This design comes from an exercise in tuning for a short achievable clock period and few clock cycles per item on the open sky130 flow, not from production work. For this run, only the layout was checked, not whether the RTL still works. No activity file was given, so power comes from the tool's default toggle rates.

$ cat flow/config.mk
export PLATFORM = sky130hd
export DESIGN_NAME = processor
export DESIGN_NICKNAME = processor
export VERILOG_FILES = /design/flow/design.v
export SDC_FILE = /design/flow/constraint.sdc
export NUM_CORES = 4
export LEC_CHECK = 0
export CAP_MARGIN = 20
export CORE_MARGIN = 2
export CORE_UTILIZATION = 40
export SETUP_SLACK_MARGIN = 1.3
export SLEW_MARGIN = 20
export TNS_END_PERCENT = 10
$ cat flow/constraint.sdc
create_clock -name core_clock -period 4.5 [get_ports {Clock}]
set_input_delay 0.9000 -clock core_clock [delete_from_list [all_inputs] [get_ports {Clock}]]
set_output_delay 0.9000 -clock core_clock [all_outputs]
set_load 0.01 [all_outputs]
$ cat flow/design.v
`timescale 1ns/1ps
package cpuPkg;
    localparam int dataWidth    = 32;
    localparam int addrWidth    = 16;     
    localparam int regAddrWidth = 5;
    localparam int bhtBits      = 6;      
    localparam logic [5:0] opRType = 6'h00;
    localparam logic [5:0] opAddiu = 6'h09;
    localparam logic [5:0] opLw    = 6'h23;
    localparam logic [5:0] opSw    = 6'h2b;
    localparam logic [5:0] opBeq   = 6'h04;
    localparam logic [5:0] fnAddu = 6'h21;
    localparam logic [5:0] fnSubu = 6'h23;
    localparam logic [5:0] fnAnd  = 6'h24;
    localparam logic [5:0] fnOr   = 6'h25;
    localparam logic [5:0] fnSlt  = 6'h2a;
endpackage
`timescale 1ns/1ps
`timescale 1ns/1ps
`timescale 1ns/1ps
`timescale 1ns/1ps
`timescale 1ns/1ps
`timescale 1ns/1ps
import cpuPkg::*;
module processor (
    input  logic                            Clock,
    input  logic                            nReset,
    output logic [cpuPkg::addrWidth-1:0]    InstrAddr,
    input  logic [cpuPkg::dataWidth-1:0]    InstrMem,
    output logic [cpuPkg::addrWidth-1:0]    MemAddr,
    output logic [cpuPkg::dataWidth-1:0]    WriteData,
    output logic                            MemRead,
    output logic                            MemWrite,
    input  logic [cpuPkg::dataWidth-1:0]    MemData,
    input  logic [cpuPkg::regAddrWidth-1:0] RegAddr,
    output logic [cpuPkg::dataWidth-1:0]    RegData
);
    localparam int bhtSize = 1 << bhtBits;
    localparam int hw      = dataWidth / 2;
    function automatic logic [hw-1:0] ksAddPG(input logic [hw-1:0] x,
                                              input logic [hw-1:0] gIn,
                                              input logic [hw-1:0] pIn,
                                              input logic          cin);
        logic [hw-1:0] g, p, c;
        g = gIn;
        p = pIn;
        g[0] = g[0] | (p[0] & cin);
        for (int k = 1; k < hw; k = k * 2)
            for (int i = hw - 2; i >= k; i--)
            begin
                g[i] = g[i] | (p[i] & g[i-k]);
                p[i] = p[i] & p[i-k];
            end
        c = {g[hw-2:0], cin};
        ksAddPG = x ^ c;
    endfunction
    function automatic logic treeLess(input logic [hw-1:0] ltIn,
                                      input logic [hw-1:0] eqIn);
        logic [hw-1:0] lt, eq;
        lt = ltIn;
        eq = eqIn;
        for (int k = 1; k < hw; k = k * 2)
            for (int i = 0; i < hw; i = i + 2 * k)
            begin
                lt[i+2*k-1] = lt[i+2*k-1] | (eq[i+2*k-1] & lt[i+k-1]);
                eq[i+2*k-1] = eq[i+2*k-1] & eq[i+k-1];
            end
        treeLess = lt[hw-1];
    endfunction
    logic [addrWidth-1:0]    pc, pcP4, pcP8;
    logic [1:0]              bht [0:bhtSize-1];
    logic                    idValid;
    logic [dataWidth-1:0]    idInstr;
    logic                    idPredT;
    logic [addrWidth-1:0]    idAltPc, idAltPcP4, idAltPcP8;
    logic [bhtBits-1:0]      idBhtIdx;
    logic                    e1Write, e1Load, e1Store, e1Branch;
    logic                    e1Add, e1Sub, e1And, e1Or, e1Slt;
    logic                    e1UseImm;
    logic                    e1PredT;
    logic [addrWidth-1:0]    e1AltPc, e1AltPcP4, e1AltPcP8;
    logic [bhtBits-1:0]      e1BhtIdx;
    logic [regAddrWidth-1:0] e1Dest;
    logic [dataWidth-1:0]    a1, b1, r1;      
    logic [hw-1:0]           x1, gA1, pA1, gS1, pS1;    
    logic                    fE2A, fWA, fE2R, fWR;    
    logic                    e2Write, e2Load, e2Store, e2Branch;
    logic                    e2Add, e2Sub, e2And, e2Or, e2Slt;
    logic                    e2PredT;
    logic [addrWidth-1:0]    e2AltPc, e2AltPcP4, e2AltPcP8;
    logic [bhtBits-1:0]      e2BhtIdx;
    logic [regAddrWidth-1:0] e2Dest;
    logic [dataWidth-1:0]    a2, b2, r2;
    logic [dataWidth-1:0]    x2;              
    logic [hw-1:0]           gA2, pA2, gS2, pS2;    
    logic [hw-1:0]           e2ResLo;
    logic                    e2CAdd, e2LtLo;
    logic [addrWidth-1:0]    memAddrQ;
    logic                    wWrite;
    logic [regAddrWidth-1:0] wDest;
    logic [dataWidth-1:0]    wRes;
    logic [dataWidth-1:0]    regFile [1:31];
    always_ff @(posedge Clock)
        for (int r = 1; r < 32; r++)
            if (wWrite && wDest == 5'(r))
                regFile[r] <= wRes;
    function automatic logic [dataWidth-1:0] readReg(input logic [regAddrWidth-1:0] addr);
        if (addr == '0)
            readReg = '0;
        else if (wWrite && wDest == addr)
            readReg = wRes;
        else
            readReg = regFile[addr];
    endfunction
    always_ff @(posedge Clock or negedge nReset)
    begin
        if (!nReset)
            RegData <= '0;
        else
            RegData <= readReg(RegAddr);
    end
    logic [hw-1:0]        sumHi, diffHi, resHi;
    logic                 slt, taken, mispredict;
    logic [dataWidth-1:0] e2Out;
    assign MemAddr   = memAddrQ;
    assign WriteData = r2;
    assign sumHi  = ksAddPG(x2[dataWidth-1:hw], gA2, pA2, e2CAdd);
    assign diffHi = ksAddPG(~x2[dataWidth-1:hw], gS2, pS2, !e2LtLo);
    assign slt    = treeLess({gS2[hw-1], ~pS2[hw-2:0]}, ~x2[dataWidth-1:hw])
                  || (x2[dataWidth-1:hw] == '0 && e2LtLo);
    always_comb
    begin
        resHi = '0;
        if (e2Add) resHi = resHi | sumHi;
        if (e2Sub) resHi = resHi | diffHi;
        if (e2And) resHi = resHi | gA2;
        if (e2Or)  resHi = resHi | pA2;
    end
    always_comb
    begin
        if (e2Load)
            e2Out = MemData;
        else if (e2Slt)
            e2Out = dataWidth'(slt);
        else
            e2Out = {resHi, e2ResLo};
    end
    assign taken      = (x2 == '0);
    assign mispredict = e2Branch && (taken != e2PredT);
    always_ff @(posedge Clock or negedge nReset)
    begin
        if (!nReset)
            wWrite <= 1'b0;
        else
            wWrite <= e2Write;
    end
    always_ff @(posedge Clock)
    begin
        wDest <= e2Dest;
        wRes  <= e2Out;
    end
    logic [hw-1:0] sumLo, diffLo, resLo;
    logic          cAdd, ltLo;
    assign sumLo  = ksAddPG(x1, gA1, pA1, 1'b0);
    assign diffLo = ksAddPG(~x1, gS1, pS1, 1'b1);
    assign cAdd   = treeLess(gA1, x1);       
    assign ltLo   = treeLess(~pS1, ~x1);     
    logic [dataWidth-1:0] a2n, b2n;
    assign a2n = fE2A ? e2Out : (fWA ? wRes : a1);
    assign b2n = e1UseImm ? b1 : (fE2R ? e2Out : (fWR ? wRes : b1));
    always_comb
    begin
        resLo = '0;
        if (e1Add) resLo = resLo | sumLo;
        if (e1Sub) resLo = resLo | diffLo;
        if (e1And) resLo = resLo | gA1;
        if (e1Or)  resLo = resLo | pA1;
    end
    always_ff @(posedge Clock or negedge nReset)
    begin
        if (!nReset)
        begin
            e2Write  <= 1'b0;
            e2Load   <= 1'b0;
            e2Store  <= 1'b0;
            e2Branch <= 1'b0;
            MemRead  <= 1'b0;
            MemWrite <= 1'b0;
        end
        else if (mispredict)
        begin
            e2Write  <= 1'b0;                 
            e2Load   <= 1'b0;
            e2Store  <= 1'b0;
            e2Branch <= 1'b0;
            MemRead  <= 1'b0;
            MemWrite <= 1'b0;
        end
        else
        begin
            e2Write  <= e1Write;
            e2Load   <= e1Load;
            e2Store  <= e1Store;
            e2Branch <= e1Branch;
            MemRead  <= e1Load;
            MemWrite <= e1Store;
        end
    end
    always_ff @(posedge Clock)
    begin
        e2Add     <= e1Add;
        e2Sub     <= e1Sub;
        e2And     <= e1And;
        e2Or      <= e1Or;
        e2Slt     <= e1Slt;
        e2PredT   <= e1PredT;
        e2AltPc   <= e1AltPc;
        e2AltPcP4 <= e1AltPcP4;
        e2AltPcP8 <= e1AltPcP8;
        e2BhtIdx  <= e1BhtIdx;
        e2Dest    <= e1Dest;
        e2ResLo   <= resLo;
        e2CAdd    <= cAdd;
        e2LtLo    <= ltLo;
        memAddrQ  <= sumLo;
        a2        <= a2n;
        r2        <= fE2R ? e2Out : (fWR ? wRes : r1);
        b2        <= b2n;
        x2        <= a2n ^ b2n;
        gA2       <= a2n[dataWidth-1:hw] & b2n[dataWidth-1:hw];
        pA2       <= a2n[dataWidth-1:hw] | b2n[dataWidth-1:hw];
        gS2       <= a2n[dataWidth-1:hw] & ~b2n[dataWidth-1:hw];
        pS2       <= a2n[dataWidth-1:hw] | ~b2n[dataWidth-1:hw];
    end
    logic [5:0]              op, fn;
    logic [regAddrWidth-1:0] rs, rt, rd, dest;
    logic                    isR, isAddu, isSubu, isAnd, isOr, isSlt;
    logic                    isAddiu, isLw, isSw, isBeq, useImm;
    logic                    writes, needRs, needRt, stall;
    logic                    m1s, m1t, m2s, m2t;
    logic [dataWidth-1:0]    imm, rsVal, rtVal, rsReg, rtReg, bVal;
    logic [hw-1:0]           e2Lo;
    assign op  = idInstr[31:26];
    assign fn  = idInstr[5:0];
    assign rs  = idInstr[25:21];
    assign rt  = idInstr[20:16];
    assign rd  = idInstr[15:11];
    assign imm = {{(dataWidth-16){idInstr[15]}}, idInstr[15:0]};
    assign isR     = op == opRType;
    assign isAddu  = isR && fn == fnAddu;
    assign isSubu  = isR && fn == fnSubu;
    assign isAnd   = isR && fn == fnAnd;
    assign isOr    = isR && fn == fnOr;
    assign isSlt   = isR && fn == fnSlt;
    assign isAddiu = op == opAddiu;
    assign isLw    = op == opLw;
    assign isSw    = op == opSw;
    assign isBeq   = op == opBeq;
    assign useImm  = isAddiu || isLw || isSw;
    assign dest   = isR ? rd : rt;
    assign writes = (isAddu || isSubu || isAnd || isOr || isSlt || isAddiu || isLw)
                  && dest != '0;
    assign needRs = isAddu || isSubu || isAnd || isOr || isSlt || useImm;
    assign needRt = isAddu || isSubu || isAnd || isOr || isSlt;
    assign m1s = e1Write && e1Dest == rs;
    assign m1t = e1Write && e1Dest == rt;
    assign m2s = e2Write && e2Dest == rs;
    assign m2t = e2Write && e2Dest == rt;
    assign stall = idValid && (e1Load || e1Slt)
                 && ((needRs && m1s) || (needRt && m1t));
    assign e2Lo  = e2Out[hw-1:0];
    assign rsReg = readReg(rs);
    assign rtReg = readReg(rt);
    assign rsVal = {rsReg[dataWidth-1:hw],
                    m1s ? resLo : (m2s ? e2Lo : rsReg[hw-1:0])};
    assign rtVal = {rtReg[dataWidth-1:hw],
                    m1t ? resLo : (m2t ? e2Lo : rtReg[hw-1:0])};
    assign bVal = useImm ? imm : rtVal;
    always_ff @(posedge Clock or negedge nReset)
    begin
        if (!nReset)
        begin
            e1Write  <= 1'b0;
            e1Load   <= 1'b0;
            e1Store  <= 1'b0;
            e1Branch <= 1'b0;
            e1Slt    <= 1'b0;
        end
        else if (mispredict || stall || !idValid)
        begin
            e1Write  <= 1'b0;                 
            e1Load   <= 1'b0;
            e1Store  <= 1'b0;
            e1Branch <= 1'b0;
            e1Slt    <= 1'b0;
        end
        else
        begin
            e1Write  <= writes;
            e1Load   <= isLw;
            e1Store  <= isSw;
            e1Branch <= isBeq && rs != rt;
            e1Slt    <= isSlt;
        end
    end
    always_ff @(posedge Clock)
    begin
        e1Add     <= isAddu || useImm;
        e1Sub     <= isSubu;
        e1And     <= isAnd;
        e1Or      <= isOr;
        e1UseImm  <= useImm;
        e1PredT   <= idPredT;
        e1AltPc   <= idAltPc;
        e1AltPcP4 <= idAltPcP4;
        e1AltPcP8 <= idAltPcP8;
        e1BhtIdx  <= idBhtIdx;
        e1Dest    <= dest;
        a1        <= rsVal;
        b1        <= bVal;
        x1        <= rsVal[hw-1:0] ^ bVal[hw-1:0];
        gA1       <= rsVal[hw-1:0] & bVal[hw-1:0];
        pA1       <= rsVal[hw-1:0] | bVal[hw-1:0];
        gS1       <= rsVal[hw-1:0] & ~bVal[hw-1:0];
        pS1       <= rsVal[hw-1:0] | ~bVal[hw-1:0];
        r1        <= rtVal;
        fE2A      <= m1s;
        fWA       <= !m1s && m2s;
        fE2R      <= m1t;
        fWR       <= !m1t && m2t;
    end
    logic [5:0]           fOp;
    logic                 fBeq, fUncond, fPredT;
    logic [addrWidth-1:0] off, pcP12, target, targetP4, targetP8;
    logic [addrWidth-1:0] predPc, predPcP4, predPcP8, altPc, altPcP4, altPcP8;
    logic [bhtBits-1:0]   fIdx;
    assign InstrAddr = pc;
    assign fOp     = InstrMem[31:26];
    assign fBeq    = fOp == opBeq;
    assign fUncond = InstrMem[25:21] == InstrMem[20:16];
    assign fIdx    = pc[bhtBits+1:2];
    assign fPredT  = fBeq && (fUncond || bht[fIdx][1]);
    assign off      = {InstrMem[addrWidth-3:0], 2'b00};
    assign pcP12    = pcP8 + addrWidth'(4);
    assign target   = pcP4  + off;
    assign targetP4 = pcP8  + off;
    assign targetP8 = pcP12 + off;
    assign predPc   = fPredT ? target   : pcP4;
    assign predPcP4 = fPredT ? targetP4 : pcP8;
    assign predPcP8 = fPredT ? targetP8 : pcP12;
    assign altPc    = fPredT ? pcP4     : target;
    assign altPcP4  = fPredT ? pcP8     : targetP4;
    assign altPcP8  = fPredT ? pcP12    : targetP8;
    always_ff @(posedge Clock or negedge nReset)
    begin
        if (!nReset)
        begin
            pc   <= addrWidth'(0);
            pcP4 <= addrWidth'(4);
            pcP8 <= addrWidth'(8);
        end
        else if (mispredict)
        begin
            pc   <= e2AltPc;
            pcP4 <= e2AltPcP4;
            pcP8 <= e2AltPcP8;
        end
        else if (!stall)
        begin
            pc   <= predPc;
            pcP4 <= predPcP4;
            pcP8 <= predPcP8;
        end
    end
    always_ff @(posedge Clock or negedge nReset)
    begin
        if (!nReset)
            idValid <= 1'b0;
        else if (mispredict)
            idValid <= 1'b0;
        else if (!stall)
            idValid <= 1'b1;
    end
    always_ff @(posedge Clock)
    begin
        if (!stall)
        begin
            idInstr   <= InstrMem;
            idPredT   <= fPredT;
            idAltPc   <= altPc;
            idAltPcP4 <= altPcP4;
            idAltPcP8 <= altPcP8;
            idBhtIdx  <= fIdx;
        end
    end
    logic [bhtSize-1:0] updSel;
    logic               updTaken;
    always_ff @(posedge Clock or negedge nReset)
    begin
        if (!nReset)
            updSel <= '0;
        else
            for (int i = 0; i < bhtSize; i++)
                updSel[i] <= e2Branch && e2BhtIdx == bhtBits'(i);
    end
    always_ff @(posedge Clock)
        updTaken <= taken;
    always_ff @(posedge Clock or negedge nReset)
    begin
        if (!nReset)
        begin
            for (int i = 0; i < bhtSize; i++)
                bht[i] <= 2'b01;
        end
        else
        begin
            for (int i = 0; i < bhtSize; i++)
                if (updSel[i])
                begin
                    if (updTaken && bht[i] != 2'b11)
                        bht[i] <= bht[i] + 2'b01;
                    else if (!updTaken && bht[i] != 2'b00)
                        bht[i] <= bht[i] - 2'b01;
                end
        end
    end
endmodule
$ cat flow/run.sh
#!/bin/bash
# synth_recipe.tcl (not shown) runs the flow's synth.tcl, then flattens the netlist and writes it again
# the make line also repeats each setting of config.mk as NAME=value (left out here)
make -C /OpenROAD-flow-scripts/flow DESIGN_CONFIG=/design/flow/config.mk WORK_HOME=/design/flow/orfs CLKGATE_MAP_FILE= SYNTH_SCRIPT=/design/flow/synth_recipe.tcl finish
==> out/qor.yml <==
period_share_pct: 80.45
grt_pass1_wl_um: 740600
slew_viol_final: 0
cts_root_buf: "clkbuf_16"
numCtsBuffers: 202
port-buffer-count: 168
groute.usage.overall_pct: 49.35
startpoint_type: "flop"
finClkSkew_ns: 0.06962
clockBufferDepth: 3
synth_top_area_share_pct: 37.07
synth-edff-count: 1077
avgViaCountPerCell: 7.440
path_max_fanout: 13
cts_tree: "done"
initial_core_util_pct: 40.22
wl_per_cell_um: 48.19
htree_levels: 4
synth_common_cells: "a22oi_1 (1,110), edfxtp_1 (1,077), nand2_1 (508)"
die_h_um: 471.0
ir_worst_vdd_mv: 0.4202
min_path_type: "flop to flop"
first_pass_iters: 13
clkSlewWorstSetupHoldPaths_ns: 0.06
synth_area_leaders: "edfxtp_1 (37%), dfxtp_1 (12%), a22oi_1 (9.6%)"
place.gp.congestion: 1.098
setup_viol: 0
crit_arrival_ns: 4.32
ys_ff_latch: 1864
drt_iter0_drc: 17261
worst_slew_pin_slew_ns: 1.208
rsz0062_at_grt: "yes"
yosys.area.top_type: "edfxtp_1"
yosysSeqAreaShare_pct: 56.84
cellLeakagePower_uw: 0.04079
rows: 171
wl_um: 567000
p_per_area_nw_per_um2: 447.8
drtAntennaViolNets: 0
fin_ws_ns: 0.8797
gr-total-overflow: 0
synth_area_per_cell_um2: 11.03
nNetsFinal: 8895
hpwl_um: 380200
area_growth_pct: 25.45
grt_antenna_before_repair: 61
slew-limit-headroom_pct: 18.83
syn-num-nets: 8155
yosys_warnings: 35
finalHoldViolCount: 0
layout-drive-gt1-share_pct: 20.58
synth_cell_types: 99
instances_no_fill: 11764
ys_async_sr_fraction_pct: 15.18
worstSkewPairLatency_ns: 0.90
cp.required_ns: 5.20
grt_start_max_net_pins: 89
io-pin-count: 169
max_freq_ghz: 0.2762
worstSetupPathType: "flop to flop"
drc: 0
fin_crit_ns: 3.620
die-area_um2: 221900
maxCapViolations: 0
die_width_um: 471.0
outcome: "finished clean"
vias: 87528
coreArea_um2: 217000
placedCellCount: 11033
grt_pass1_vias: 80697
pre_cts_ws_ns: -0.2138
numClockSinks: 1864
synth_most_common_cell: "a22oi_1"
endpoint_kind: "flop"
postSynthCellCount: 7914
synthFlopType: "edfxtp_1"
synth_area_um2: 87250
repair_timing:
action	4_1_cts	5_1_grt
cloned	4	0
setup endpoints to repair	438	286
hold endpoints to repair	18	0
pin swaps	89	88
hold buffers	1	0
buffers inserted	186	79
gates resized for setup	378	215
placed cells by master (no fill, tap or decap), drive strengths merged, types with 30 or more instances in the layout:
| cell | count |
|---|---|
| clkbuf | 282 |
| nor3 | 98 |
| o22ai | 34 |
| dfstp | 66 |
| nor2b | 52 |
| nand2 | 508 |
| a2111oi | 80 |
| edfxtp | 1077 |
| xor2 | 69 |
| nor4 | 80 |
| clkinv | 64 |
| nor2 | 507 |
| and3 | 222 |
| dfrtp | 217 |
| a222oi | 69 |
| diode | 78 |
| a221oi | 87 |
| dfxtp | 504 |
| a21o | 68 |
| inv | 217 |
| a22oi | 1110 |
| o21a | 34 |
| or3 | 36 |
| a221o | 30 |
| a211oi | 105 |
| mux2i | 105 |
| nand2b | 44 |
| and2 | 69 |
| nand3 | 257 |
| xnor2 | 85 |
| nand4 | 196 |
| a31oi | 32 |
| o21ai | 415 |
| o211ai | 32 |
| a22o | 41 |
| ha | 167 |
| clkdlybuf4s50 | 164 |
| a21oi | 320 |
| buf | 917 |
per-stage QoR:
stage	setup TNS, ns	utilization [%]	cell area, µm²	total power [µW]	hold slack [ns]
CTS	0	49.52	107400	48310	0.3238
finish	0	50.45	109500	49020	0.3200
detailed placement	-0.2138	44.76	97100	30380	0.3121
global placement	-1.215	44.72	97020	30250	0.3106
global route	0	50.40	109300	50210	0.3234
floorplan	0	-	87250	26060	0.3096
metal layers:
layer / track usage [%] / wire, µm
met1: 61.70 / 205300
met2: 69.27 / 229200
met3: 18.59 / 79540
met4: 36.19 / 52830
met5: 0.1730 / 154
cell type report:
| class | instances | area (µm²) |
|---|---|---|
| Antenna cell | 78 | 195.2 |
| Clock buffer | 281 | 5778 |
| Clock inverter | 101 | 1272 |
| Fill cell | 19247 | 107500 |
| Inverter | 209 | 792.0 |
| Multi-Input combinational cell | 5288 | 37230 |
| Sequential cell | 1864 | 49640 |
| Tap cell | 2854 | 3571 |
| Timing Repair Buffer | 1089 | 10980 |
report_power, final:
group          internal, µW  switching [µW]
combinational          3640            5900
clock                 10200            7660
sequential            20100            1470
total                 34000           15000
final timing paths:
kind                         startpoint            to  slack (ns)  depth (start not counted)
setup / recovery            idInstr[23]        a1[17]        0.88                         11
hold / removal             e1AltPcP8[7]  e2AltPcP8[7]        0.32                          0
setup reg to reg            idInstr[23]        a1[17]        0.88                         11
hold reg to reg            e1AltPcP8[7]  e2AltPcP8[7]        0.32                          0
max in group asynchronous        nReset     bht[8][0]        2.86                          3
min in group asynchronous        nReset        pc[15]        0.53                          2
flip-flops by register name, summed over array words and instances, names as in the netlist, 32 cells and up:
| signal | flops |
|---|---|
| RegData | 32 |
| a1 | 32 |
| b1 | 32 |
| bht | 128 |
| idInstr | 32 |
| r1 | 32 |
| r2 | 32 |
| regFile | 992 |
| updSel | 64 |
| wRes | 32 |
| x2 | 32 |
critical path, cell delays in order, from the launching register on:
cell and delay (ns):
edfxtp_1 0.47, buf_6 0.16, buf_4 0.13, nor3b_4 0.17, buf_6 0.15, and2_4 0.26
buf_4 0.33, a22oi_1 0.24, and4_1 0.21, nand4_1 0.09, nor3_1 0.94, a221oi_1 0.28
cell families (layout without fill, tap and decap cells):
group           count (synthesis)  in the layout  share of synthesized area, %
flops                        1864           1864                         56.84
xor+xnor                      154            154                         1.546
mux                           128            128                         1.501
fa+ha+maj                     170            170                         2.464
other cells                     0             78                             0
buf+inv                       763           1680                         3.553
compound gates               2661           2661                         21.65
simple gates                 2174           2175                         12.44

[port drivers added, routing unchanged]
No port has a modelled driver above. Below, the same layout with a new extraction and two added sets of constraints.
Step 1 sets driving cells, clkbuf_16 on the clock port and buf_2 on the other inputs (assumed; they add their load-dependent delay and slew).
Step 2 adds t to the input delays and takes it off the output delays; t is the mean of the earliest and latest rising clock arrival at the registers after step 1. Input paths then give back, and output paths get back, about the clock's delay inside the block.
Slacks: ideal ports / drivers / drivers and shift; pairs: ideal ports / drivers.
t (ns): 0.973
setup slack, ns: 0.880 / 0.880 / 0.169
hold slack, ns: 0.320 / 0.320 / 0.320
After both steps this run still meets setup and hold. The setup slack of this run moves by 0.000 ns with the drivers and by -0.711 ns with both steps.
